Source: an optimization exercise on an open RTL-to-GDS flow (aim: small area). Production flows keep margins and buffers that such runs may drop.
In this exercise RTL edits were held to simulation tests only and were not proved equivalent to the original.
Power is estimated from default activity; no workload was simulated.

==> flow/design.v <==
module csr_unit (
    input  logic        clk,
    input  logic        rstn,
    input  logic        stall,
    input  logic        flush,
    input  logic        req_valid,
    input  logic [2:0]  req_op,
    input  logic [13:0] req_num,
    input  logic [31:0] req_wdata,
    input  logic [31:0] req_wmask,
    input  logic [31:0] req_pc,
    input  logic [5:0]  req_ecode,
    input  logic [8:0]  req_esubcode,
    input  logic [31:0] req_badv,
    input  logic [7:0]  hw_int,
    output logic        resp_flush,
    output logic [31:0] resp_pc,
    output logic [31:0] resp_rdata,
    output logic        excp_flush,
    output logic        ertn_flush,
    output logic [8:0]  crmd
);
    localparam logic [3:0] T_CRMD   = 4'd0;
    localparam logic [3:0] T_PRMD   = 4'd1;
    localparam logic [3:0] T_EENTRY = 4'd2;
    localparam logic [3:0] T_TICLR  = 4'd3;
    localparam logic [3:0] T_ECFG   = 4'd4;
    localparam logic [3:0] T_ESTAT  = 4'd5;
    localparam logic [3:0] T_ERA    = 4'd6;
    localparam logic [3:0] T_BADV   = 4'd7;
    localparam logic [3:0] T_SAVE0  = 4'd8;
    localparam logic [3:0] T_SAVE1  = 4'd9;
    localparam logic [3:0] T_SAVE2  = 4'd10;
    localparam logic [3:0] T_SAVE3  = 4'd11;
    localparam logic [3:0] T_TID    = 4'd12;
    localparam logic [3:0] T_TCFG   = 4'd13;
    logic [8:0]  crmd_q;
    logic [2:0]  prmd_q;
    logic [12:0] lie_q;
    logic [1:0]  is_q;
    logic        ti_q;
    logic [5:0]  ecode_q;
    logic [8:0]  esub_q;
    logic [31:0] era_q;
    logic [31:0] badv_q;
    logic [31:6] eentry_q;
    logic [31:0] save0_q, save1_q, save2_q, save3_q;
    logic [31:0] tid_q;
    logic [31:0] tcfg_q;
    logic [31:0] tval_q;
    logic        k_excp, k_ertn, k_wr;
    logic [31:0] a_q;
    logic [31:0] b_q;
    logic [14:0] c_q;
    logic        resp_flush_q;
    logic [31:0] resp_pc_q;
    logic [31:0] resp_rdata_q;
    logic        excp_q, ertn_q;
    assign resp_flush = resp_flush_q;
    assign resp_pc    = resp_pc_q;
    assign resp_rdata = resp_rdata_q;
    assign excp_flush = excp_q;
    assign ertn_flush = ertn_q;
    assign crmd       = crmd_q;
    wire [12:0] int_vec = {1'b0, ti_q, 1'b0, hw_int, is_q};
    wire        inte    = req_valid && crmd_q[2] && (|(int_vec & lie_q));
    wire op_ertn = !inte && (req_op == 3'd4);
    wire op_exc  = inte || (req_op == 3'd5) || (req_op == 3'd6);
    wire op_wr   = !inte && (req_op == 3'd2 || req_op == 3'd3);
    wire op_xchg = !inte && (req_op == 3'd3);
    wire op_rsp  = inte || (req_op != 3'd0 && req_op != 3'd1);
    wire       rsel = rstn && !flush;
    wire       hi0  = rsel && (req_num[13:7] == 7'd0);
    wire [6:0] lo  = req_num[6:0];
    wire s_crmd   = hi0 && lo == 7'h00;
    wire s_prmd   = hi0 && lo == 7'h01;
    wire s_ecfg   = hi0 && lo == 7'h04;
    wire s_estat  = hi0 && lo == 7'h05;
    wire s_era    = hi0 && lo == 7'h06;
    wire s_badv   = hi0 && lo == 7'h07;
    wire s_eentry = hi0 && lo == 7'h0c;
    wire s_save0  = hi0 && lo == 7'h30;
    wire s_save1  = hi0 && lo == 7'h31;
    wire s_save2  = hi0 && lo == 7'h32;
    wire s_save3  = hi0 && lo == 7'h33;
    wire s_tid    = hi0 && lo == 7'h40;
    wire s_tcfg   = hi0 && lo == 7'h41;
    wire s_tval   = hi0 && lo == 7'h42;
    wire s_ticlr  = hi0 && lo == 7'h44;
    wire [31:0] estat = {1'b0, esub_q, ecode_q, 3'b0, int_vec};
    wire [31:0] rdata =
          ({32{s_crmd}}   & {23'd0, crmd_q})
        | ({32{s_prmd}}   & {29'd0, prmd_q})
        | ({32{s_ecfg}}   & {19'd0, lie_q})
        | ({32{s_estat}}  & estat)
        | ({32{s_era}}    & era_q)
        | ({32{s_badv}}   & badv_q)
        | ({32{s_eentry}} & {eentry_q, 6'd0})
        | ({32{s_save0}}  & save0_q)
        | ({32{s_save1}}  & save1_q)
        | ({32{s_save2}}  & save2_q)
        | ({32{s_save3}}  & save3_q)
        | ({32{s_tid}}    & tid_q)
        | ({32{s_tcfg}}   & tcfg_q)
        | ({32{s_tval}}   & tval_q);
    logic [3:0] wcode;
    logic       wok;
    always_comb
    begin
        wok   = 1'b1;
        wcode = 4'd0;
        case (1'b1)
            s_crmd:   wcode = T_CRMD;
            s_prmd:   wcode = T_PRMD;
            s_ecfg:   wcode = T_ECFG;
            s_estat:  wcode = T_ESTAT;
            s_era:    wcode = T_ERA;
            s_badv:   wcode = T_BADV;
            s_eentry: wcode = T_EENTRY;
            s_save0:  wcode = T_SAVE0;
            s_save1:  wcode = T_SAVE1;
            s_save2:  wcode = T_SAVE2;
            s_save3:  wcode = T_SAVE3;
            s_tid:    wcode = T_TID;
            s_tcfg:   wcode = T_TCFG;
            s_ticlr:  wcode = T_TICLR;
            default:  wok = 1'b0;
        endcase
    end
    wire [31:0] wmerged = op_xchg ? ((rdata & ~req_wmask) | (req_wdata & req_wmask)) : req_wdata;
    wire [31:0] a_d     = op_exc ? req_pc : wmerged;
    wire [14:0] codes   = inte ? 15'd0 : {req_esubcode, req_ecode};
    wire [14:0] c_d     = op_exc ? codes : {11'd0, wcode};
    logic [7:0]  pc_g;    
    logic [7:0]  pc_p;    
    logic [31:0] pc4;
    always_comb
    begin
        for (int k = 0; k < 8; k++)
            pc_g[k] = (k == 7) ? &req_pc[31:30] : &req_pc[4*k+2 +: 4];
        pc_p[0] = 1'b1;
        for (int k = 1; k < 8; k++)
            pc_p[k] = pc_p[k-1] & pc_g[k-1];
        pc4[1:0] = req_pc[1:0];
        for (int i = 2; i < 32; i++)
        begin
            logic c;
            c = pc_p[(i-2)/4];
            for (int j = 2 + 4*((i-2)/4); j < i; j++)
                c = c & req_pc[j];
            pc4[i] = req_pc[i] ^ c;
        end
    end
    wire p_era = rsel && op_ertn;
    wire p_een = rsel && !op_ertn && op_exc;
    wire p_pc4 = rsel && !op_ertn && !op_exc;
    wire [31:0] rpc_d = ({32{p_era}} & era_q) | ({32{p_een}} & {eentry_q, 6'd0}) | ({32{p_pc4}} & pc4);
    wire v = rsel && req_valid;
    always_ff @(posedge clk)
    begin
        if (!rstn || !stall)
        begin
            resp_flush_q <= v && op_rsp;
            resp_pc_q    <= rpc_d;
            resp_rdata_q <= rdata;
            k_excp       <= v && op_exc;
            k_ertn       <= v && op_ertn;
            k_wr         <= v && op_wr && wok;
        end
    end
    always_ff @(posedge clk)
    begin
        if (!stall)
        begin
            a_q <= a_d;
            b_q <= req_badv;
            c_q <= c_d;
        end
    end
    wire ce = k_excp && !stall;
    wire cr = k_ertn && !stall;
    wire cw = k_wr && !stall;
    wire w_crmd   = cw && c_q[3:0] == T_CRMD;
    wire w_prmd   = cw && c_q[3:0] == T_PRMD;
    wire w_ecfg   = cw && c_q[3:0] == T_ECFG;
    wire w_estat  = cw && c_q[3:0] == T_ESTAT;
    wire w_era    = cw && c_q[3:0] == T_ERA;
    wire w_badv   = cw && c_q[3:0] == T_BADV;
    wire w_eentry = cw && c_q[3:0] == T_EENTRY;
    wire w_save0  = cw && c_q[3:0] == T_SAVE0;
    wire w_save1  = cw && c_q[3:0] == T_SAVE1;
    wire w_save2  = cw && c_q[3:0] == T_SAVE2;
    wire w_save3  = cw && c_q[3:0] == T_SAVE3;
    wire w_tid    = cw && c_q[3:0] == T_TID;
    wire w_tcfg   = cw && c_q[3:0] == T_TCFG;
    wire w_ticlr  = cw && c_q[3:0] == T_TICLR;
    wire e_badv   = ce && (c_q[5:1] == 5'b00100);   
    wire we_era   = ce || w_era;
    wire we_badv  = e_badv || w_badv;
    always_ff @(posedge clk)
    begin
        if (!rstn)
        begin
            crmd_q <= 9'h008;
            prmd_q <= 3'd0;
            lie_q  <= 13'd0;
            is_q   <= 2'd0;
            excp_q <= 1'b0;
            ertn_q <= 1'b0;
        end
        else
        begin
            excp_q <= ce;
            ertn_q <= cr;
            if (ce)
                crmd_q[2:0] <= 3'd0;
            else if (cr)
                crmd_q[2:0] <= prmd_q;
            else if (w_crmd)
                crmd_q[2:0] <= a_q[2:0];
            if (w_crmd)
            begin
                crmd_q[8:5] <= a_q[8:5];
                if (a_q[4] ^ a_q[3])
                    crmd_q[4:3] <= a_q[4:3];
            end
            if (ce)
                prmd_q <= crmd_q[2:0];
            else if (w_prmd)
                prmd_q <= a_q[2:0];
            if (w_ecfg)
                lie_q <= a_q[12:0] & 13'h1bff;
            if (w_estat)
                is_q <= a_q[1:0];
        end
    end
    wire [31:0] a_z = a_q & {32{rstn}};
    wire [14:0] c_z = c_q & {15{rstn}};
    always_ff @(posedge clk)
    begin
        if (ce || !rstn)       {esub_q, ecode_q} <= c_z;
        if (we_era || !rstn)   era_q    <= a_z;
        if (w_badv || !rstn)   badv_q   <= a_z;
        else if (e_badv)       badv_q   <= b_q;
        if (w_eentry || !rstn) eentry_q <= a_z[31:6];
        if (w_save0 || !rstn)  save0_q  <= a_z;
        if (w_save1 || !rstn)  save1_q  <= a_z;
        if (w_save2 || !rstn)  save2_q  <= a_z;
        if (w_save3 || !rstn)  save3_q  <= a_z;
        if (w_tid || !rstn)    tid_q    <= a_z;
    end
    wire        tcfg_we  = w_tcfg || !rstn;
    wire [31:0] tcfg_n   = (a_z & {32{tcfg_we}}) | (tcfg_q & {32{!tcfg_we}});
    always_ff @(posedge clk)
        tcfg_q <= tcfg_n;
    wire        en       = tcfg_n[0];
    logic [7:0]  tz_g;    
    logic [7:0]  tz_p;    
    logic [31:0] tval_m1;
    always_comb
    begin
        for (int k = 0; k < 8; k++)
            tz_g[k] = ~|tval_q[4*k +: 4];
        tz_p[0] = 1'b1;
        for (int k = 1; k < 8; k++)
            tz_p[k] = tz_p[k-1] & tz_g[k-1];
        for (int i = 0; i < 32; i++)
        begin
            logic b;
            b = tz_p[i/4];
            for (int j = 4*(i/4); j < i; j++)
                b = b & !tval_q[j];
            tval_m1[i] = tval_q[i] ^ b;
        end
    end
    wire        at_zero  = &tz_g;
    wire        load     = en && (w_tcfg || (at_zero && tcfg_n[1]));
    wire        dec      = en && (tval_q != 32'hffff_ffff);
    wire        ti_clr   = w_ticlr && a_q[0] && ti_q;
    wire        tld    = load || !rstn;
    wire [31:0] tval_d = tld ? {tcfg_n[31:2], 2'b00} : tval_m1;
    always_ff @(posedge clk)
    begin
        if (tld || dec)
            tval_q <= tval_d;
    end
    always_ff @(posedge clk)
    begin
        if (!rstn)
        begin
            ti_q     <= 1'b0;
        end
        else
        begin
            if (ti_clr)
                ti_q <= 1'b0;
            else if (en && !w_tcfg && at_zero)
                ti_q <= 1'b1;
        end
    end
endmodule
==> flow/flow/run.sh <==
#!/bin/bash
# The standard layout (standard.sh) with these changes to how it is built:
#  - synthesis maps the logic with an area-oriented ABC script (abc.script here)
#    in place of ORFS's speed script; flip-flop mapping and everything else
#    in the synthesis are unchanged
#  - the port buffers are the smallest buffer, sky130_fd_sc_hd__buf_1
#  - clock tree synthesis clusters up to 15 sinks per clkbuf_8, no dummy loads
# Each step's full output goes to a log file in this folder.
set -euo pipefail
here=$(pwd)
rm -rf "$here/scripts_abc"
cp -r "$FLOW_HOME/scripts" "$here/scripts_abc"
cp "$here/flow/abc.script" "$here/scripts_abc/abc_area.script"
bash standard.sh synth ABC_AREA=1 SCRIPTS_DIR="$here/scripts_abc" > synth.log 2>&1
export BUFFER_PORTS_ARGS="-buffer_cell sky130_fd_sc_hd__buf_1"
export CTS_ARGS="-sink_clustering_enable -repair_clock_nets -dont_use_dummy_load -sink_clustering_size 15 -sink_clustering_max_diameter 60 -buf_list {sky130_fd_sc_hd__clkbuf_8}"
bash standard.sh > standard.log 2>&1
==> flow/flow/abc.script <==
&get -n
&st
&syn2
&dch
&nf -R 1000
&put
==> flow/standard.sh <==
#!/bin/bash
# synth_recipe.tcl (not shown) runs the flow's synth.tcl, then flattens the netlist and writes it again
# the make line also repeats each setting of config.mk as NAME=value (left out here)
make -C /OpenROAD-flow-scripts/flow DESIGN_CONFIG=/design/flow/config.mk WORK_HOME=/design/flow/orfs CLKGATE_MAP_FILE= SYNTH_SCRIPT=/design/flow/synth_recipe.tcl "${@:-finish}"
==> flow/config.mk <==
export PLATFORM = sky130hd
export DESIGN_NAME = csr_unit
export DESIGN_NICKNAME = csr_unit
export VERILOG_FILES = /design/flow/design.v
export SDC_FILE = /design/flow/constraint.sdc
export NUM_CORES = 4
export LEC_CHECK = 0
export CAP_MARGIN = 0
export CORE_MARGIN = 2
export CORE_UTILIZATION = 65
export PLACE_DENSITY = 0.75
export SLEW_MARGIN = 0
==> flow/constraint.sdc <==
create_clock -name core_clock -period 5.0 [get_ports {clk}]
set_input_delay 1.0000 -clock core_clock [delete_from_list [all_inputs] [get_ports {clk}]]
set_output_delay 1.0000 -clock core_clock [all_outputs]
set_load 0.01 [all_outputs]
==> run_results.csv, run 1 <==
group,metric,value,unit
detailed_routing,num_vias,15400,
final_layout,drive_above_1_share,0.07073,
setup_path,cp.arrival,4310,ps
global_routing,use_met1,0.5216,
detailed_routing,drt-vias-per-instance,6.824,
timing,slew_headroom,0.1997,
setup_path,path_class,"in2reg",
timing,holdWs,510.3,ps
timing,hold_viol,0,
global_routing,grt_util_met3,0.08905,
global_routing,grt_pass1_wl,90330,um
setup_path,cp_slowest_cell,"nor3_1",
synthesis,synthCells,1506,
setup_path,worstRegToRegCells,15,
hold_path,hp-class,"reg2reg",
power_and_ir_drop,clkPwrFrac,0.255,
clock_network,clock-root-buffer,"clkbuf_8",
synthesis,yosysTopAreaCell,"edfxtp_1",
clock_network,cts_setup_buffers,0,
detailed_routing,drtIter0Drc,2704,
synthesis,synth_edf_count,444,
floorplanning,start_util,0.6557,
power_and_ir_drop,ir_drop,245.3,uV
detailed_routing,route.antenna.remaining_nets,0,
global_routing,grt_pass1_vias,15110,
clock_network,cts_num_sinks,505,
synthesis,synthTopCellsByCount,"444 x edfxtp_1, 194 x nand2_1, 137 x o21ai_0",
setup_path,end_kind,"flip-flop",
clock_network,clk_latency,580,ps
clock_network,ctsHoldBuffers,0,
timing,setup-violations-final,0,
power_and_ir_drop,power_density,336.4,nW/um^2
clock_network,post_cts_resized,0,
synthesis,synth_warnings,1,
floorplanning,rows,65,
timing,min_period,3986,ps
global_routing,grtUsageTotal,0.3713,
detailed_routing,routed_wl,61350,um
synthesis,synthMostInstantiatedCell,"edfxtp_1",
power_and_ir_drop,power.switching,1.895,mW
synthesis,synthFlopType,"edfxtp_1",
placement,gp_congestion,0.9410,
floorplanning,dieWidth,181.7,um
detailed_routing,dr.pass1.iters,8,
synthesis,yosys.area.top_type_share,0.6494,
placement,io_buffers,248,
clock_network,clk_pin_slew,100,ps
global_routing,globalRouteOverflowTotal,0,
final_layout,stdcell_area,23170,um^2
setup_path,cp_top_family,"simple AND/OR/NAND/NOR gates",
timing,fin_crit_sh,0.7971,
placement,post_dp_cell_area,22600,um^2
clock_network,htreeDepth,2,
setup_path,cp.depth,10,
setup_path,crit_buf_inv,2,
global_routing,grt_busiest_layer,"met2",
synthesis,ys_ff_latch,505,
synthesis,synthArstFlopShare,0,
power_and_ir_drop,seqPwrFrac,0.661,
placement,place_ws,581.3,ps
timing,slew_violations,0,
floorplanning,dieArea,33020,um^2
floorplanning,die_h,181.7,um
setup_path,startpoint_type,"input pin",
timing,setup_slack,1014,ps
global_routing,met2_usage,0.5672,
setup_path,required,5320,ps
synthesis,seq_area_frac_synth,0.7089,
synthesis,syn_area,20530,um^2
synthesis,syn_nets,1724,
timing,rsz0062_at_grt,"false",
floorplanning,pin_count,249,
timing,clock.fmax,250.9,MHz
final_layout,nFillCells,2086,
power_and_ir_drop,combPwrFrac,0.084,
setup_path,r2r_slack,1050,ps
hold_path,hold_depth,2,
run,drv_cap,0,
setup_path,critPathMaxStageDelay,750,ps
clock_network,cts_tree,"done",
timing,skew,31.33,ps
setup_path,cp_cell_sequence,"buf_1, ha_1, nand3_1, nor3_1, nand4_1, nor3_1, and3_1, ha_1, a222oi_1, clkinv_1",
timing,worst_pin_slew,1197,ps
floorplanning,fp.coreArea,31310,um^2
power_and_ir_drop,p_sw_frac,0.2431,
detailed_routing,wl_per_cell,27.18,um
clock_network,cts.path.max_buffers,3,
detailed_routing,drc,0,
final_layout,area_growth,12.87,%
synthesis,synth.distinct_cells,36,
setup_path,worstPathMaxFanout,3,
synthesis,syn_area_per_cell,13.63,um^2
run_status,outcome,"no timing/DRC/antenna violations",
final_layout,nets,2072,
clock_network,numCtsBuffers,41,
global_routing,grt_max_degree,69,
placement,dp_hpwl,40320,um
power_and_ir_drop,intPower,5.901,mW
global_routing,antenna_found_initial,3,
final_layout,finish.utilization,0.7400,
power_and_ir_drop,p_leak,8.122,nW
synthesis,ys_top_cells_by_area,"edfxtp_1 65%, dfxtp_1 5.9%, a222oi_1 4.1%, nand2_1 3.5%, o21ai_0 3.3%",
==> power groups by stage <==
stage	clock (mW)	sequential [mW]	combinational, mW
5_1_grt	2.12	5.18	0.714
3_3_place_gp	0	5.23	0.621
2_1_floorplan	0	5.20	0.319
4_1_cts	1.98	5.15	0.644
3_5_place_dp	0	5.24	0.642
6_report	1.99	5.15	0.655
==> worst reg2reg max path: cells and delay by family, from the launching register on <==
family / cells / cell delay [ps]
AO/OA/AOI/OAI: 2 / 500
adder cells (fa/ha/maj): 1 / 190
buffers and inverters: 2 / 430
flip-flops: 1 / 440
AND/OR/NAND/NOR: 10 / 2090
==> final cells by class <==
| class | instances | area [um^2] | share of cell area |
|---|---|---|---|
| diodes | 3 | 7.507 | 0.0003240 |
| clock buffers | 41 | 564.3 | 0.02435 |
| inverters | 72 | 272.8 | 0.01177 |
| multi-input cells | 929 | 5872 | 0.2534 |
| flip-flops and latches | 505 | 14550 | 0.6281 |
| well taps | 402 | 503.0 | 0.02171 |
| repair buffers | 305 | 1398 | 0.06032 |
==> cells in the final DEF, fill, tap and decap left out, types with 21 or more instances in the layout <==
cell type	instances
edfxtp_1	444
ha_1	45
buf_4	54
dfxtp_1	61
nand2_1	192
nor2_1	126
clkbuf_8	41
a222oi_1	84
nand4_1	47
mux2i_1	32
o21ai_0	131
and2_0	29
a22oi_1	57
buf_1	247
clkinv_1	71
a21oi_1	35
a22o_1	21
==> metal layers <==
metal  wire, um  up-vias
met3       8215      184
met1      22930     7374
li1           -     6628
met4       2501        0
met2      27700     1216
met5          0        -
==> sequential cells by signal, summed over array words and instances, names as in the netlist, 32 cells and up <==
| register | flops |
|---|---|
| resp_pc_q | 32 |
| tid_q | 32 |
| badv_q | 32 |
| tval_q | 32 |
| save0_q | 32 |
| resp_rdata_q | 32 |
| era_q | 32 |
| a_q | 32 |
| save3_q | 32 |
| save2_q | 32 |
| save1_q | 32 |
| tcfg_q | 32 |
| b_q | 32 |
==> through the flow <==
stage / power [mW] / cells / setup TNS, ps
after floorplan: 5.521 / 1506 / -19940
after global placement: 5.850 / 2213 / 0
after detailed placement: 5.882 / 2213 / 0
after CTS: 7.771 / 2254 / 0
after global routing: 8.012 / 2256 / 0
final: 7.796 / 2257 / 0
==> cells by family (layout without fill, tap and decap cells) <==
logic type,Yosys count,in the layout,synth area share
flip-flops,505,505,0.7089
AO/OA/AOI/OAI,368,368,0.1263
multiplexers,32,32,0.01560
other,0,3,0
XOR/XNOR,16,16,0.006826
AND/OR/NAND/NOR,468,468,0.1018
adder cells (fa/ha/maj),45,45,0.02743
buffers and inverters,72,418,0.01316
==> worst paths after layout <==
path         startpoint       endpoint
max           req_pc[2]  resp_pc_q[30]
min reg2reg   tcfg_q[9]      tcfg_q[9]
min           tcfg_q[9]      tcfg_q[9]
max reg2reg   tval_q[0]     tval_q[22]
==> run 2, diff against run 1 <==
--- a/flow/design.v
+++ b/flow/design.v
@@ -255,12 +255,16 @@
         tcfg_q <= tcfg_n;
     wire        en       = tcfg_n[0];
+    wire        at_zero  = (tval_q == 32'd0);
+    wire        load     = en && (w_tcfg || (at_zero && tcfg_n[1]));
+    wire        dec      = en && (tval_q != 32'hffff_ffff);
+    wire        ti_clr   = w_ticlr && a_q[0] && ti_q;
     logic [7:0]  tz_g;    
     logic [7:0]  tz_p;    
-    logic [31:0] tval_m1;
+    logic [31:0] tval_nx;
     always_comb
     begin
         for (int k = 0; k < 8; k++)
             tz_g[k] = ~|tval_q[4*k +: 4];
-        tz_p[0] = 1'b1;
+        tz_p[0] = dec;
         for (int k = 1; k < 8; k++)
             tz_p[k] = tz_p[k-1] & tz_g[k-1];
@@ -271,18 +275,10 @@
             for (int j = 4*(i/4); j < i; j++)
                 b = b & !tval_q[j];
-            tval_m1[i] = tval_q[i] ^ b;
-        end
-    end
-    wire        at_zero  = &tz_g;
-    wire        load     = en && (w_tcfg || (at_zero && tcfg_n[1]));
-    wire        dec      = en && (tval_q != 32'hffff_ffff);
-    wire        ti_clr   = w_ticlr && a_q[0] && ti_q;
+            tval_nx[i] = tval_q[i] ^ b;
+        end
+    end
     wire        tld    = load || !rstn;
-    wire [31:0] tval_d = tld ? {tcfg_n[31:2], 2'b00} : tval_m1;
-    always_ff @(posedge clk)
-    begin
-        if (tld || dec)
-            tval_q <= tval_d;
-    end
+    always_ff @(posedge clk)
+        tval_q <= tld ? {tcfg_n[31:2], 2'b00} : tval_nx;
     always_ff @(posedge clk)
     begin
--- a/flow/config.mk
+++ b/flow/config.mk
@@ -6,7 +6,7 @@
 export NUM_CORES = 4
 export LEC_CHECK = 0
-export CAP_MARGIN = 0
+export CAP_MARGIN = 10
 export CORE_MARGIN = 2
-export CORE_UTILIZATION = 65
-export PLACE_DENSITY = 0.75
-export SLEW_MARGIN = 0
+export CORE_UTILIZATION = 50
+export PLACE_DENSITY = 0.7
+export SLEW_MARGIN = 10
==> run_results.csv, run 2 <==
group,metric,value,unit
run_status,outcome,"no timing/DRC/antenna violations",
final_layout,drive_above_1_share,0.06511,
detailed_routing,drtIter0Drc,2391,
detailed_routing,num_vias,15170,
synthesis,synthMostInstantiatedCell,"edfxtp_1",
detailed_routing,dr.pass1.iters,7,
synthesis,syn_area_per_cell,13.43,um^2
clock_network,htreeDepth,2,
clock_network,cts.path.max_buffers,3,
setup_path,worstRegToRegCells,15,
setup_path,crit_path_start,"rstn",
setup_path,r2r-start,"c_q[1]",
timing,clock.fmax,251.9,MHz
timing,tns,0,ps
synthesis,syn_nets,1725,
synthesis,synthFlopType,"edfxtp_1",
synthesis,synthArstFlopShare,0,
timing,skew,50.70,ps
setup_path,rr_endpoint,"tval_q[31]",
synthesis,synth_warnings,1,
timing,min_period,3970,ps
global_routing,globalRouteOverflowTotal,0,
floorplanning,dieWidth,205.2,um
clock_network,clock-root-buffer,"clkbuf_8",
synthesis,synth.distinct_cells,38,
setup_path,startpoint_type,"input pin",
timing,worst_pin_slew,1175,ps
power_and_ir_drop,p_total,7.858,mW
global_routing,grt_max_degree,69,
setup_path,cp.arrival,4390,ps
detailed_routing,drc,0,
setup_path,path_class,"in2reg",
timing,rsz0062_at_grt,"false",
detailed_routing,drt-vias-per-instance,6.393,
placement,gp_congestion,0.8641,
clock_network,post_cts_resized,0,
final_layout,multi_input_area,5902,um^2
detailed_routing,routed_wl,63340,um
floorplanning,fp.coreArea,39820,um^2
clock_network,cts_num_sinks,505,
detailed_routing,wl_per_cell,26.70,um
placement,dp_hpwl,39570,um
timing,slew_violations,0,
clock_network,clk_latency,640,ps
setup_path,required,5420,ps
global_routing,grt_busiest_layer,"met2",
clock_network,clk_pin_slew,90,ps
run,drv_cap,0,
timing,holdWs,504.0,ps
global_routing,use_met1,0.4332,
power_and_ir_drop,power_density,342.0,nW/um^2
final_layout,final_common_cell,"edfxtp_1",
floorplanning,die_h,205.2,um
synthesis,ys_top_cells_by_area,"edfxtp_1 61%, dfxtp_1 9.2%, a222oi_1 3.9%, nand2_1 3.6%, o21ai_0 3.3%",
synthesis,ys_ff_latch,505,
synthesis,seq_area_frac_synth,0.7034,
clock_network,ctsHoldBuffers,0,
floorplanning,rows,73,
setup_path,end_kind,"flip-flop",
timing,fin_crit_sh,0.7939,
timing,slew_headroom,0.2169,
floorplanning,pin_count,249,
global_routing,met2_usage,0.4527,
final_layout,nFillCells,3290,
timing,setup-violations-final,0,
global_routing,antenna_found_initial,1,
synthesis,yosys.area.top_type_share,0.6114,
hold_path,hp-class,"reg2reg",
synthesis,syn_area,20230,um^2
synthesis,synthTopCellsByCount,"412 x edfxtp_1, 195 x nand2_1, 134 x o21ai_0",
detailed_routing,route.antenna.remaining_nets,0,
floorplanning,start_util,0.5081,
final_layout,area_growth,13.55,%
timing,hold_viol,0,
power_and_ir_drop,p_leak,8.080,nW
floorplanning,dieArea,42090,um^2
placement,io_buffers,248,
final_layout,final_cell_mix,"412 x edfxtp_1, 247 x buf_1, 193 x nand2_1",
synthesis,yosysTopAreaCell,"edfxtp_1",
clock_network,numCtsBuffers,42,
global_routing,grt_pass1_vias,14530,
power_and_ir_drop,ir_drop,161.0,uV
setup_path,setup.worst_path.end,"a_q[25]",
clock_network,cts_setup_buffers,0,
global_routing,grt_util_met3,0.06652,
final_layout,regArea,14230,um^2
global_routing,grt_pass1_wl,92160,um
synthesis,synth_edf_count,412,
final_layout,nets,2063,
global_routing,grtUsageTotal,0.3005,
synthesis,synthCells,1507,
clock_network,cts_tree,"done",
setup_path,worstPathMaxFanout,22,
setup_path,r2r_slack,1400,ps
==> run 2: cell types whose count changed in the layout (fill, tap and decap cells not counted), sizes merged, moves of 5 or more <==
cell | before | now
a21oi | 36 | 41
dfxtp | 61 | 93
buf | 304 | 293
edfxtp | 444 | 412
nor4 | 8 | 13
a22oi | 57 | 62
a222oi | 84 | 79
==> run 2: cells by family (layout without fill, tap and decap cells) <==
group / after synthesis / in the layout / synth area share
flops: 505 / 505 / 0.7034
simple gates: 466 / 466 / 0.1030
compound gates: 372 / 372 / 0.1289
buf+inv: 68 / 404 / 0.01261
fa+ha+maj: 45 / 45 / 0.02783
mux: 35 / 35 / 0.01731
xor+xnor: 16 / 16 / 0.006925
other cells: 0 / 4 / 0
==> run 2: layout make-up <==
class                   instances  area share
inverters                      68     0.01116
multi-input cells             934      0.2569
clock buffers                  42     0.02516
diodes                          4   0.0004356
flip-flops and latches        505      0.6195
well taps                     525     0.02859
repair buffers                294     0.05832
==> run 2: worst min-delay path by stage <==
stage / start / end / slack [ps] / cells after the start
2_1_floorplan: tcfg_q[1] / tcfg_q[1] / 460 / 2
3_3_place_gp: tcfg_q[14] / tcfg_q[14] / 470 / 2
3_5_place_dp: tcfg_q[8] / tcfg_q[8] / 480 / 2
4_1_cts: req_badv[14] / b_q[14] / 480 / 1
5_1_grt: req_badv[14] / b_q[14] / 500 / 1
6_report: tcfg_q[26] / tcfg_q[26] / 500 / 2
==> run 2: report_power, final <==
| part | total, mW | internal, mW | switching, mW | leakage (nW) |
|---|---|---|---|---|
| Sequential | 5.14 | 4.93 | 0.210 | 5.03 |
| Clock | 2.05 | 0.754 | 1.30 | 0.302 |
| Combinational | 0.661 | 0.196 | 0.464 | 2.75 |
==> run 2: routing by layer <==
layer,wire length (um),up-vias,share of wire
met4,1913,0,0.030
met3,7634,126,0.12
met5,0,-,0
met1,25560,7362,0.40
li1,-,6596,-
met2,28230,1081,0.45
==> run 2: critical path, stage by stage <==
cell and delay [ps]:
clkbuf_2 100, clkinv_1 260, nor2_1 390, nand3_1 280, or4_1 570, or3b_1 550
nor2_2 180, buf_4 400, a22oi_1 180, nand4_1 170, mux2i_1 90, o21ai_0 190
==> run 2: through the flow <==
step	utilization	setup slack [ps]	instance area (um^2)	std cells
final	0.5770	1030	22980	2372
after global placement	0.5622	400.5	22390	2326
after detailed placement	0.5622	448.0	22390	2326
after floorplan	-	95.06	20250	1507
after CTS	0.5767	1123	22970	2368
after global routing	0.5768	909.8	22970	2369
==> run 3, diff against run 2 <==
--- a/flow/config.mk
+++ b/flow/config.mk
@@ -9,4 +9,4 @@
 export CORE_MARGIN = 2
 export CORE_UTILIZATION = 50
-export PLACE_DENSITY = 0.7
+export PLACE_DENSITY = 0.85
 export SLEW_MARGIN = 10
==> run_results.csv, run 3 <==
group,metric,value,unit
synthesis,syn_area_per_cell,13.43,um^2
setup_path,r2r_slack,1410,ps
detailed_routing,route.antenna.remaining_nets,0,
setup_path,crit_buf_inv,2,
hold_path,hp-class,"reg2reg",
synthesis,syn_area,20230,um^2
clock_network,cts_tree,"done",
synthesis,syn_nets,1725,
hold_path,hold_path.startpoint,"b_q[7]",
detailed_routing,drc,0,
detailed_routing,drt-vias-per-instance,6.664,
final_layout,drive_above_1_share,0.06760,
synthesis,seq_area_frac_synth,0.7034,
setup_path,worstRegToRegCells,16,
global_routing,antenna_found_initial,2,
detailed_routing,dr.pass1.iters,9,
timing,setup-violations-final,0,
floorplanning,fp.coreArea,39820,um^2
final_layout,nets,2069,
synthesis,yosysTopAreaCell,"edfxtp_1",
synthesis,yosys.area.top_type_share,0.6114,
power_and_ir_drop,ir_drop,195.1,uV
synthesis,synthCells,1507,
clock_network,clk_latency,610,ps
floorplanning,dieWidth,205.2,um
hold_path,whs_endpoint,"badv_q[7]",
clock_network,htreeDepth,2,
timing,rsz0062_at_grt,"false",
timing,holdWs,499.6,ps
synthesis,synth_edf_count,412,
placement,placed_cells,2333,
synthesis,synthFlopType,"edfxtp_1",
placement,io_buffers,248,
hold_path,hold_depth,2,
synthesis,synthTopCellsByCount,"412 x edfxtp_1, 195 x nand2_1, 134 x o21ai_0",
global_routing,globalRouteOverflowTotal,0,
setup_path,rr_endpoint,"tval_q[31]",
floorplanning,die_h,205.2,um
setup_path,path_class,"in2reg",
timing,slew_headroom,0.1880,
global_routing,grt_pass1_vias,15620,
setup_path,worstPathMaxFanout,7,
timing,hold_viol,0,
setup_path,cp.arrival,4540,ps
global_routing,grt_pass1_wl,95780,um
placement,gp_congestion,0.9383,
synthesis,synthArstFlopShare,0,
floorplanning,pin_count,249,
power_and_ir_drop,p_leak,8.105,nW
detailed_routing,routed_wl,65770,um
setup_path,cp_slowest_cell,"nor2_2",
power_and_ir_drop,p_total,7.847,mW
power_and_ir_drop,power_density,341.5,nW/um^2
clock_network,ctsHoldBuffers,0,
synthesis,synth.distinct_cells,38,
global_routing,grtUsageTotal,0.3083,
timing,worst_pin_slew,1218,ps
final_layout,final_cell_mix,"412 x edfxtp_1, 247 x buf_1, 193 x nand2_1",
final_layout,area_growth,13.55,%
global_routing,grt_max_degree,69,
detailed_routing,wl_per_cell,27.68,um
final_layout,final_cells,2376,
setup_path,cp_top_family,"simple AND/OR/NAND/NOR gates",
placement,dp_hpwl,42220,um
run,drv_cap,0,
timing,skew,46.15,ps
floorplanning,start_util,0.5081,
floorplanning,rows,73,
synthesis,ys_ff_latch,505,
clock_network,cts_num_sinks,505,
clock_network,cts_setup_buffers,0,
clock_network,clock-root-buffer,"clkbuf_8",
clock_network,post_cts_resized,0,
setup_path,end_kind,"flip-flop",
clock_network,cts.path.max_buffers,3,
timing,min_period,4175,ps
synthesis,synthMostInstantiatedCell,"edfxtp_1",
timing,slew_violations,0,
detailed_routing,num_vias,15830,
final_layout,finish.utilization,0.5769,
floorplanning,dieArea,42090,um^2
synthesis,synth_warnings,1,
setup_path,required,5370,ps
setup_path,r2r-start,"c_q[1]",
run_status,outcome,"no timing/DRC/antenna violations",
timing,clock.fmax,239.5,MHz
clock_network,clk_pin_slew,90,ps
synthesis,ys_top_cells_by_area,"edfxtp_1 61%, dfxtp_1 9.2%, a222oi_1 3.9%, nand2_1 3.6%, o21ai_0 3.3%",
timing,tns,0,ps
setup_path,cp_cell_sequence,"buf_1, nor4_1, nand3_1, or4_1, or3b_1, nor2_2, buf_4, a22oi_1, nand4_1, mux2i_1, o21ai_0",
detailed_routing,drtIter0Drc,2827,
clock_network,numCtsBuffers,41,
setup_path,startpoint_type,"input pin",
timing,fin_crit_sh,0.8350,
setup_path,critPathMaxStageDelay,600,ps
final_layout,final_common_cell,"edfxtp_1",
-- run 3: cell counts after synthesis --
No cell type changed its count.
-- run 3: final cells by class --
class	count	area [um^2]
antenna	2	5.005
inverter	68	256.5
fill	3127	16850
multi-input combinational	934	5892
clock buffer	41	564.3
sequential	505	14230
timing repair buffer	301	1368
tap	525	656.9
-- run 3: how the worst max path moves through the flow --
stage	depth (start not counted)	endpoint	slack [ps]	start
2_1_floorplan	9	a_q[7]	100	rstn
3_3_place_gp	11	resp_pc_q[28]	580	req_pc[2]
3_5_place_dp	11	a_q[6]	430	req_num[7]
4_1_cts	11	a_q[6]	1000	req_num[8]
5_1_grt	11	a_q[6]	750	req_num[8]
6_report	11	a_q[6]	830	req_num[8]
-- run 3: per-layer routing --
layer,vias up,track usage,routed length (um)
li1,6600,-,-
met1,7411,0.4156,22810
met2,1534,0.4645,29090
met3,287,0.08362,10260
met4,2,0.1506,3591
met5,-,0,11
-- run 3: power breakdown --
group	internal, mW	leakage [nW]	switching [mW]	total, mW
Sequential	4.93	5.03	0.222	5.16
Combinational	0.199	2.78	0.481	0.680
Clock	0.738	0.295	1.27	2.01
Total	5.87	8.10	1.98	7.85
-- run 3: cell families (layout without fill, tap and decap cells) --
family,count (synthesis),count (layout),synth area share
fa+ha+maj,45,45,0.02783
xor+xnor,16,16,0.006925
flops,505,505,0.7034
buf+inv,68,410,0.01261
mux,35,35,0.01731
compound gates,372,372,0.1289
other cells,0,2,0
simple gates,466,466,0.1030
-- run 3: metrics by stage --
| stage | setup slack (ps) | area [um^2] |
|---|---|---|
| floorplan | 95.06 | 20250 |
| global placement | 579.4 | 22410 |
| detailed placement | 430.6 | 22410 |
| CTS | 997.6 | 22970 |
| global route | 745.0 | 22970 |
| finish | 825.2 | 22980 |
-- run 3: worst register-to-register path, cell delays in order, from the launching register on --
cell      delay [ps]
edfxtp_1         610
nand2b_1         290
nor2_1           250
nor2_4            60
nor2_1           100
a21oi_1           90
a21oi_1          260
and3_1           240
nand2_1           90
nor2_1           260
and3_1           280
and2_0           170
ha_1             170
ha_1             170
ha_1             180
xnor2_1          130
a21oi_1          100
==> run 4, diff against run 3 <==
--- a/flow/config.mk
+++ b/flow/config.mk
@@ -8,5 +8,5 @@
 export CAP_MARGIN = 10
 export CORE_MARGIN = 2
-export CORE_UTILIZATION = 50
-export PLACE_DENSITY = 0.85
+export CORE_UTILIZATION = 65
+export PLACE_DENSITY = 0.75
 export SLEW_MARGIN = 10
==> run_results.csv, run 4 <==
group,metric,value,unit
global_routing,grtUsageTotal,0.3809,
run,drv_cap,0,
final_layout,finish.utilization,0.7472,
setup_path,startpoint_type,"input pin",
hold_path,hp-class,"reg2reg",
setup_path,worstRegToRegCells,15,
synthesis,synth_edf_count,412,
synthesis,synthArstFlopShare,0,
timing,holdWs,514.0,ps
final_layout,final_cell_mix,"412 x edfxtp_1, 247 x buf_1, 193 x nand2_1",
final_layout,nFillCells,2070,
timing,setup_slack,995.0,ps
floorplanning,fp.coreArea,30590,um^2
detailed_routing,drc,0,
placement,post_dp_cell_area,22290,um^2
final_layout,nets,2066,
global_routing,antenna_found_initial,1,
detailed_routing,drtIter0Drc,2871,
timing,slew_headroom,0.2321,
synthesis,synthCells,1507,
setup_path,cp_slowest_cell,"or4_1",
synthesis,ys_ff_latch,505,
timing,tns,0,ps
detailed_routing,route.antenna.remaining_nets,0,
hold_path,hold_path.startpoint,"tcfg_q[11]",
timing,clock.fmax,249.7,MHz
floorplanning,dieArea,32560,um^2
synthesis,synth.distinct_cells,38,
setup_path,rr_endpoint,"tval_q[31]",
setup_path,cp_cell_sequence,"clkbuf_2, clkinv_1, nor2_1, buf_4, nand3_1, or4_1, or3b_1, nor2_2, buf_4, a22o_1, a221oi_1, nand4_1, mux2i_1, o21ai_0",
synthesis,seq_area_frac_synth,0.7034,
floorplanning,rows,64,
synthesis,synthMostInstantiatedCell,"edfxtp_1",
setup_path,cp.arrival,4370,ps
detailed_routing,routed_wl,62480,um
global_routing,grt_pass1_vias,15090,
synthesis,yosysTopAreaCell,"edfxtp_1",
hold_path,hold_depth,2,
setup_path,r2r_slack,1280,ps
timing,worst_pin_slew,1152,ps
timing,slew_violations,0,
clock_network,clk_latency,590,ps
clock_network,cts_setup_buffers,0,
clock_network,cts.path.max_buffers,3,
setup_path,cp_common_cell,"buf_4",
timing,hold_viol,0,
setup_path,end_kind,"flip-flop",
hold_path,whs_endpoint,"tcfg_q[11]",
synthesis,syn_area,20230,um^2
timing,rsz0062_at_grt,"false",
final_layout,final_common_cell,"edfxtp_1",
power_and_ir_drop,ir_drop,272.8,uV
clock_network,clk_pin_slew,100,ps
setup_path,r2r-start,"c_q[1]",
setup_path,worstPathMaxFanout,24,
global_routing,grt_max_degree,78,
setup_path,critPathMaxStageDelay,570,ps
synthesis,syn_area_per_cell,13.43,um^2
placement,io_buffers,248,
synthesis,synthFlopType,"edfxtp_1",
floorplanning,dieWidth,180.4,um
final_layout,final_cells,2243,
setup_path,path_class,"in2reg",
placement,dp_hpwl,38210,um
clock_network,post_cts_resized,0,
clock_network,htreeDepth,2,
setup_path,required,5360,ps
clock_network,ctsHoldBuffers,0,
clock_network,cts_tree,"done",
placement,placed_cells,2201,
floorplanning,pin_count,249,
detailed_routing,dr.pass1.iters,9,
global_routing,grt_pass1_wl,92450,um
clock_network,cts_num_sinks,505,
clock_network,clock-root-buffer,"clkbuf_8",
detailed_routing,wl_per_cell,27.86,um
power_and_ir_drop,p_total,7.817,mW
placement,gp_congestion,0.9094,
floorplanning,start_util,0.6615,
final_layout,stdcell_area,22860,um^2
detailed_routing,drt-vias-per-instance,6.961,
timing,min_period,4005,ps
synthesis,yosys.area.top_type_share,0.6114,
synthesis,syn_nets,1725,
synthesis,synth_warnings,1,
final_layout,drive_above_1_share,0.06663,
floorplanning,die_h,180.4,um
power_and_ir_drop,p_leak,8.110,nW
detailed_routing,num_vias,15610,
placement,place_ws,545.8,ps
timing,fin_crit_sh,0.8010,
timing,setup-violations-final,0,
synthesis,ys_top_cells_by_area,"edfxtp_1 61%, dfxtp_1 9.2%, a222oi_1 3.9%, nand2_1 3.6%, o21ai_0 3.3%",
final_layout,area_growth,12.96,%
run_status,outcome,"no timing/DRC/antenna violations",
synthesis,synthTopCellsByCount,"412 x edfxtp_1, 195 x nand2_1, 134 x o21ai_0",
power_and_ir_drop,power_density,342.0,nW/um^2
timing,skew,42.09,ps
global_routing,globalRouteOverflowTotal,0,
clock_network,numCtsBuffers,41,
[run 4: changes by cell type in the layout (fill, tap and decap cells not counted)]
cell     previous run  this run
nor3_1             10         9
diode_2             2         1
buf_12              3         8
nor3_2              5         6
buf_4              50        42
[run 4: worst max path at each step]
stage,start,end,cells past startpoint
after floorplan,rstn,a_q[7],9
after global placement,rstn,a_q[7],14
after detailed placement,rstn,a_q[3],14
after CTS,rstn,a_q[3],14
after global routing,rstn,a_q[3],14
final,rstn,a_q[3],14
[run 4: worst max-delay path: cells and delay by family]
family | cells | cell delay, ps
buffers and inverters | 4 | 1010
AND/OR/NAND/NOR | 6 | 1800
AO/OA/AOI/OAI | 3 | 470
multiplexers | 1 | 80
[run 4: report_power, final]
part           switching (mW)  leakage, nW  internal (mW)
sequential              0.210         5.03           4.93
combinational           0.474         2.79          0.201
clock                    1.26        0.295          0.737
[run 4: cells by family (layout without fill, tap and decap cells)]
group	Yosys count	after routing	share of synthesized area
other	0	1	0
flip-flops	505	505	0.7034
adder cells (fa/ha/maj)	45	45	0.02783
AO/OA/AOI/OAI	372	372	0.1289
multiplexers	35	35	0.01731
AND/OR/NAND/NOR	466	466	0.1030
XOR/XNOR	16	16	0.006925
buffers and inverters	68	407	0.01261
[run 4: cell type report]
cell class	instances	area [um^2]	share of cell area
flip-flops and latches	505	14230	0.6227
multi-input cells	934	5897	0.2580
repair buffers	298	1408	0.06158
clock buffers	41	564.3	0.02469
well taps	396	495.5	0.02168
inverters	68	256.5	0.01122
diodes	1	2.502	0.0001095
[run 4: per-layer routing]
metal	GRT usage	vias up	routed length [um]
met3	0.09196	192	9534
met2	0.5727	1410	27870
li1	-	6588	-
met4	0.1384	0	2247
met5	0	-	0
met1	0.5500	7423	22820
==> run 5, diff against run 4 <==
--- a/flow/design.v
+++ b/flow/design.v
@@ -204,6 +204,4 @@
             crmd_q <= 9'h008;
             prmd_q <= 3'd0;
-            lie_q  <= 13'd0;
-            is_q   <= 2'd0;
             excp_q <= 1'b0;
             ertn_q <= 1'b0;
@@ -229,8 +227,4 @@
             else if (w_prmd)
                 prmd_q <= a_q[2:0];
-            if (w_ecfg)
-                lie_q <= a_q[12:0] & 13'h1bff;
-            if (w_estat)
-                is_q <= a_q[1:0];
         end
     end
@@ -240,4 +234,6 @@
     begin
         if (ce || !rstn)       {esub_q, ecode_q} <= c_z;
+        if (w_ecfg || !rstn)   lie_q    <= a_z[12:0] & 13'h1bff;
+        if (w_estat || !rstn)  is_q     <= a_z[1:0];
         if (we_era || !rstn)   era_q    <= a_z;
         if (w_badv || !rstn)   badv_q   <= a_z;
--- a/flow/config.mk
+++ b/flow/config.mk
@@ -8,5 +8,5 @@
 export CAP_MARGIN = 10
 export CORE_MARGIN = 2
-export CORE_UTILIZATION = 65
-export PLACE_DENSITY = 0.75
+export CORE_UTILIZATION = 50
+export PLACE_DENSITY = 0.7
 export SLEW_MARGIN = 10
==> run_results.csv, run 5 <==
group,metric,value,unit
run_status,outcome,"no timing/DRC/antenna violations",
timing,skew,69.17,ps
floorplanning,fp.coreArea,39820,um^2
synthesis,syn_nets,1687,
hold_path,hold_depth,1,
final_layout,final_common_cell,"edfxtp_1",
detailed_routing,drc,0,
final_layout,final_cells,2335,
synthesis,synthTopCellsByCount,"426 x edfxtp_1, 193 x nand2_1, 127 x o21ai_0",
clock_network,cts_setup_buffers,0,
global_routing,grt_pass1_vias,14650,
floorplanning,pin_count,249,
final_layout,nets,2030,
detailed_routing,routed_wl,63320,um
timing,min_period,3957,ps
hold_path,whs_endpoint,"esub_q[5]",
hold_path,hold_path.startpoint,"c_q[11]",
setup_path,cp_slowest_cell,"nor3_1",
final_layout,final_cell_mix,"426 x edfxtp_1, 247 x buf_1, 191 x nand2_1",
clock_network,cts.path.max_buffers,3,
setup_path,cp_common_cell,"ha_1",
placement,gp_congestion,0.9146,
timing,worst_pin_slew,1158,ps
synthesis,seq_area_frac_synth,0.7116,
power_and_ir_drop,power_density,341.2,nW/um^2
final_layout,finish.utilization,0.5758,
global_routing,globalRouteOverflowTotal,0,
floorplanning,start_util,0.5073,
synthesis,ys_ff_latch,505,
synthesis,ys_top_cells_by_area,"edfxtp_1 63%, dfxtp_1 7.8%, a222oi_1 4.0%, nand2_1 3.6%, o21ai_0 3.1%",
floorplanning,dieArea,42030,um^2
setup_path,cp_top_family,"simple AND/OR/NAND/NOR gates",
global_routing,grt_max_degree,69,
hold_path,hp-class,"reg2reg",
setup_path,crit_buf_inv,2,
timing,setup-violations-final,0,
clock_network,post_cts_resized,0,
clock_network,cts_num_sinks,505,
final_layout,drive_above_1_share,0.06796,
final_layout,area_growth,13.50,%
detailed_routing,route.antenna.remaining_nets,0,
synthesis,yosys.area.top_type_share,0.6333,
setup_path,critPathMaxStageDelay,550,ps
placement,io_buffers,248,
timing,fin_crit_sh,0.7915,
detailed_routing,dr.pass1.iters,7,
synthesis,synth_edf_count,426,
setup_path,startpoint_type,"input pin",
clock_network,ctsHoldBuffers,0,
clock_network,htreeDepth,2,
clock_network,cts_tree,"done",
floorplanning,die_h,205,um
run,drv_cap,0,
global_routing,antenna_found_initial,0,
power_and_ir_drop,ir_drop,164.1,uV
placement,placed_cells,2293,
synthesis,syn_area_per_cell,13.75,um^2
clock_network,clk_pin_slew,90,ps
synthesis,synth.distinct_cells,39,
timing,slew_violations,0,
setup_path,r2r_slack,1600,ps
synthesis,synthArstFlopShare,0,
timing,holdWs,494.7,ps
clock_network,clock-root-buffer,"clkbuf_8",
synthesis,synth_warnings,1,
global_routing,grt_pass1_wl,92090,um
setup_path,rr_endpoint,"tval_q[27]",
setup_path,cp.arrival,4290,ps
timing,rsz0062_at_grt,"false",
synthesis,synthFlopType,"edfxtp_1",
detailed_routing,drtIter0Drc,2479,
placement,dp_hpwl,40880,um
setup_path,end_kind,"flip-flop",
floorplanning,dieWidth,205,um
setup_path,required,5330,ps
timing,slew_headroom,0.2270,
clock_network,clk_latency,620,ps
floorplanning,rows,73,
timing,clock.fmax,252.7,MHz
detailed_routing,num_vias,14860,
timing,tns,0,ps
power_and_ir_drop,p_leak,8.032,nW
synthesis,synthMostInstantiatedCell,"edfxtp_1",
global_routing,grtUsageTotal,0.3009,
timing,hold_viol,0,
clock_network,numCtsBuffers,42,
synthesis,yosysTopAreaCell,"edfxtp_1",
final_layout,num_antenna_cells,0,
setup_path,path_class,"in2reg",
synthesis,synthCells,1469,
setup_path,cp_cell_sequence,"buf_1, ha_1, nand3_1, nor3_1, nand4_1, nor3_1, ha_1, ha_1, ha_1, a222oi_1, clkinv_1",
detailed_routing,wl_per_cell,27.12,um
detailed_routing,drt-vias-per-instance,6.362,
setup_path,worstRegToRegCells,17,
synthesis,syn_area,20200,um^2
setup_path,r2r-start,"c_q[1]",
setup_path,worstPathMaxFanout,3,
-- run 5: changes by cell type after synthesis, moves of 4 or more --
cell	delta
a21oi_1	-6
dfxtp_1	-14
nor2_1	-18
o21ai_0	-7
edfxtp_1	+14
nor3_1	-4
-- run 5: metal layers --
layer,GRT usage,vias up,routed length [um]
met5,0,-,0
met4,0.1005,0,2031
met3,0.06522,128,7982
met2,0.4599,1040,28390
met1,0.4297,7227,24920
li1,-,6461,-
-- run 5: worst register-to-register path, delay by kind of cell, from the launching register on --
family	cells	cell delay [ps]
AO/OA/AOI/OAI	2	180
XOR/XNOR	1	170
adder cells (fa/ha/maj)	3	610
buffers and inverters	2	250
flip-flops	1	520
AND/OR/NAND/NOR	9	1530
-- run 5: cell families after synthesis --
group / share of synthesized area
and+or+nand+nor: 0.09904
AOI/OAI and AO/OA: 0.1248
muxes: 0.01734
adders and majority gates: 0.02787
xor gates and xnor gates: 0.006937
buffers and inverters: 0.01245
DFF: 0.7116
-- run 5: final cells by class --
| cell class | count | area, um^2 |
|---|---|---|
| multi-input cells | 897 | 5714 |
| clock buffers | 42 | 578.1 |
| flip-flops and latches | 505 | 14370 |
| inverters | 67 | 252.7 |
| well taps | 525 | 656.9 |
| repair buffers | 299 | 1353 |
| fillers | 3322 | 16900 |
-- run 5: where the power goes --
part	internal (mW)	switching, mW	total, mW
Combinational	0.193	0.458	0.651
Clock	0.755	1.28	2.04
Sequential	4.94	0.196	5.13
Total	5.88	1.94	7.82
-- run 5: how the worst max path moves through the flow --
stage          startpoint            end  depth (start not counted)
3_3_place_gp    req_pc[2]  resp_pc_q[28]                         11
4_1_cts         req_pc[2]  resp_pc_q[28]                         11
5_1_grt         req_pc[2]  resp_pc_q[28]                         11
6_report        req_pc[2]  resp_pc_q[28]                         11
2_1_floorplan        rstn         a_q[6]                          9
3_5_place_dp    req_pc[2]  resp_pc_q[28]                         11
-- run 5: metrics by stage --
stage	power, mW	cell area (um^2)	setup slack, ps
2_1_floorplan	5.492	20220	47.63
3_3_place_gp	5.837	22350	495.8
3_5_place_dp	5.862	22350	426.2
4_1_cts	7.819	22930	1050
5_1_grt	8.063	22930	903.2
6_report	7.823	22930	1043

==> separate check: timing with driven ports <==
No port has a modelled driver above. Below, the same layouts with a new extraction and two added sets of constraints. Step 1 sets driving cells, clkbuf_16 on the clock port and buf_2 on the other inputs (assumed; they add their load-dependent delay and slew). Step 2 adds t to the input delays and takes it off the output delays; t is the mean of the earliest and latest rising clock arrival at the registers after step 1. Input paths then give back, and output paths get back, about the clock's delay inside the block. Three values: ideal, step 1, step 2; two values: the first two.
run	t (ns)	setup slack, ns	worst setup path at the end	worst register clock-pin slew, ns
run 1	0.617	1.014 / 1.042 / 0.425	input to register	0.10 / 0.10
run 2	0.664	1.030 / 1.057 / 0.393	input to register	0.11 / 0.11
run 3	0.635	0.825 / 0.856 / 0.221	input to register	0.11 / 0.11
run 4	0.615	0.995 / 1.020 / 0.405	input to register	0.10 / 0.10
run 5	0.633	1.043 / 1.071 / 0.437	input to register	0.10 / 0.10
After both steps setup and hold are still met in every run listed. For run 2, which loses most, drivers alone change the setup slack by +0.027 ns; drivers and shift together by -0.637 ns.
